Context: an optimization exercise on an open-source flow, tuned for small area, a short achievable clock period and few clock cycles. The choices shown serve that exercise and are no tape-out recipe.
Where RTL was checked, it was by simulation tests only, not by an equivalence proof against the original.
Power and IR drop assume default switching activity.

Setup of main:
==> flow/design.v (excerpt) <==
module cobs_crc_frame_receiver_core (
  input  logic       clk,
  input  logic       rst,
  input  logic       s_axis_tvalid,
  output logic       s_axis_tready,
  input  logic [7:0] s_axis_tdata,   
  input  logic [0:0] s_axis_tuser,   
  output logic       m_axis_tvalid,
  input  logic       m_axis_tready,
  output logic [7:0] m_axis_tdata,   
  output logic [7:0] m_axis_tuser,   
  output logic       m_axis_tlast
);
Size in the first run: about 1600 cells after synthesis, roughly 690 flip-flops, roughly 32 I/O pins, about 21000 sq um of cells after synthesis.
==> flow/config.mk <==
export PLATFORM = sky130hd
export DESIGN_NAME = cobs_crc_frame_receiver_core
export DESIGN_NICKNAME = cobs_crc_frame_receiver_core
export VERILOG_FILES = /design/flow/design.v
export SDC_FILE = /design/flow/constraint.sdc
export NUM_CORES = 4
export LEC_CHECK = 0
export CAP_MARGIN = 20
export CORE_MARGIN = 2
export CORE_UTILIZATION = 40
export CTS_BUF_LIST = sky130_fd_sc_hd__clkbuf_8
export CTS_CLUSTER_DIAMETER = 50
export CTS_CLUSTER_SIZE = 15
export SETUP_SLACK_MARGIN = 5
export SLEW_MARGIN = 20
==> flow/constraint.sdc <==
create_clock -name core_clock -period 8.0 [get_ports {clk}]
set_input_delay 1.6000 -clock core_clock [delete_from_list [all_inputs] [get_ports {clk}]]
set_output_delay 1.6000 -clock core_clock [all_outputs]
set_load 0.01 [all_outputs]
run.sh (not shown) runs the stock make flow with config.mk's settings and CLKGATE_MAP_FILE= SYNTH_SCRIPT=/design/flow/synth_recipe.tcl, a recipe that flattens the netlist after the stock synthesis.
diff inputs: main => the feature branch
-- flow/design.v --
<<< main, line 165
  input  logic [7:0] in_b,
  input  logic       in_z,         
  input  logic       in_one,       
  output logic       wr_en,        
  output logic       wr_start,     
>>> the feature branch, line 165
  input  logic [7:0] in_b,
  input  logic       in_z,         
  output logic       wr_en,        
  output logic       wr_start,     
<<< main, line 264
      if (is_code) begin
        rem   <= in_b - 8'd1;
        rem_z <= in_one;
      end else begin
        rem   <= rem - 8'd1;
>>> the feature branch, line 263
      if (is_code) begin
        rem   <= in_b - 8'd1;
        rem_z <= (in_b == 8'd1);
      end else begin
        rem   <= rem - 8'd1;
<<< main, line 307
  logic [7:0] in_b;
  logic       in_z;
  logic       in_one;
  logic [7:0] in_b_n;
  logic       sk_v;
>>> the feature branch, line 306
  logic [7:0] in_b;
  logic       in_z;
  logic [7:0] in_b_n;
  logic       sk_v;
<<< main, line 343
      in_b   <= in_b_n;
      in_z   <= (in_b_n == 8'd0);
      in_one <= (in_b_n == 8'd1);
      in_r   <= sk_v ? sk_r : s_axis_tuser[0];
    end
>>> the feature branch, line 341
      in_b   <= in_b_n;
      in_z   <= (in_b_n == 8'd0);
      in_r   <= sk_v ? sk_r : s_axis_tuser[0];
    end
<<< main, line 371
    .in_b      (in_b),
    .in_z      (in_z),
    .in_one    (in_one),
    .wr_en     (wr_en),
    .wr_start  (wr_start),
>>> the feature branch, line 368
    .in_b      (in_b),
    .in_z      (in_z),
    .wr_en     (wr_en),
    .wr_start  (wr_start),
<<< main, line 391
    inc = (a == 7'(N - 1)) ? 7'd0 : a + 7'd1;
  endfunction
  assign ph_n = inc(ph);
  ccfr_ram #(.WIDTH(8), .DEPTH(N)) u_ram (
    .clk   (clk),
>>> the feature branch, line 387
    inc = (a == 7'(N - 1)) ? 7'd0 : a + 7'd1;
  endfunction
  ccfr_ram #(.WIDTH(8), .DEPTH(N)) u_ram (
    .clk   (clk),
<<< main, line 466
    if (rst) begin
      ph   <= '0;
      head <= '0;
      fw   <= 1'b0;
    end else begin
      ph <= ph_n;
      if (drop || commit || doom) fw <= 1'b0;
      else if (wr_en)     fw <= 1'b1;
>>> the feature branch, line 461
    if (rst) begin
      ph   <= '0;
      ph_n <= 7'd1;
      head <= '0;
      fw   <= 1'b0;
    end else begin
      ph   <= ph_n;
      ph_n <= inc(ph_n);
      if (drop || commit || doom) fw <= 1'b0;
      else if (wr_en)     fw <= 1'b1;
The synthesized instance count of the feature branch falls short of that of main by 0.87%. Going from main to the feature branch, number of flops mapped to enable cells by yosys decreased about 1%, routed wire length increased about 1.3%, pin count of the biggest net entering global routing decreased 3, clock skew decreased 20 ps, design internal power decreased 0.66%. The core of the feature branch is less densely filled than that of main. Detail-routed net length per standard cell in the feature branch is about 3.6% above main.
Testbench counts of the feature branch, summed over its fixed seeds: cycles 15,433.
No functional check of the RTL was part of main.

## separate check: timing with driven ports
In the flow no input, the clock included, has a driving cell. The finished layouts below were timed again as built, in two steps. Step 1 (the two cells are an assumption about what drives the block):
set clk [get_ports {clk}]
set_driving_cell -lib_cell sky130_fd_sc_hd__clkbuf_16 $clk
set_driving_cell -lib_cell sky130_fd_sc_hd__buf_2 [delete_from_list [all_inputs] $clk]
Step 2, shift: input delay + t, output delay - t, t = (earliest + latest rising clock arrival at the registers) / 2. This alone moves slack from input paths to output paths. a / b / c = ideal ports / drivers / drivers and shift; a / b = the first two.
run | t, ns | setup slack, ns | hold WS [ns] | slew at the worst register clock pin (ns) | worst slew at a driven data input, ns
main | 0.738 | 4.773 / 4.773 / 4.271 | 0.297 / 0.297 / 0.297 | 0.10 / 0.10 | 0.04
the feature branch | 0.712 | 4.960 / 4.957 / 4.437 | 0.310 / 0.310 / 0.310 | 0.10 / 0.10 | 0.06
After both steps setup and hold are still met in every run listed. The setup slack of the feature branch, which loses most, moves by -0.003 ns with the drivers and by -0.523 ns with both steps.
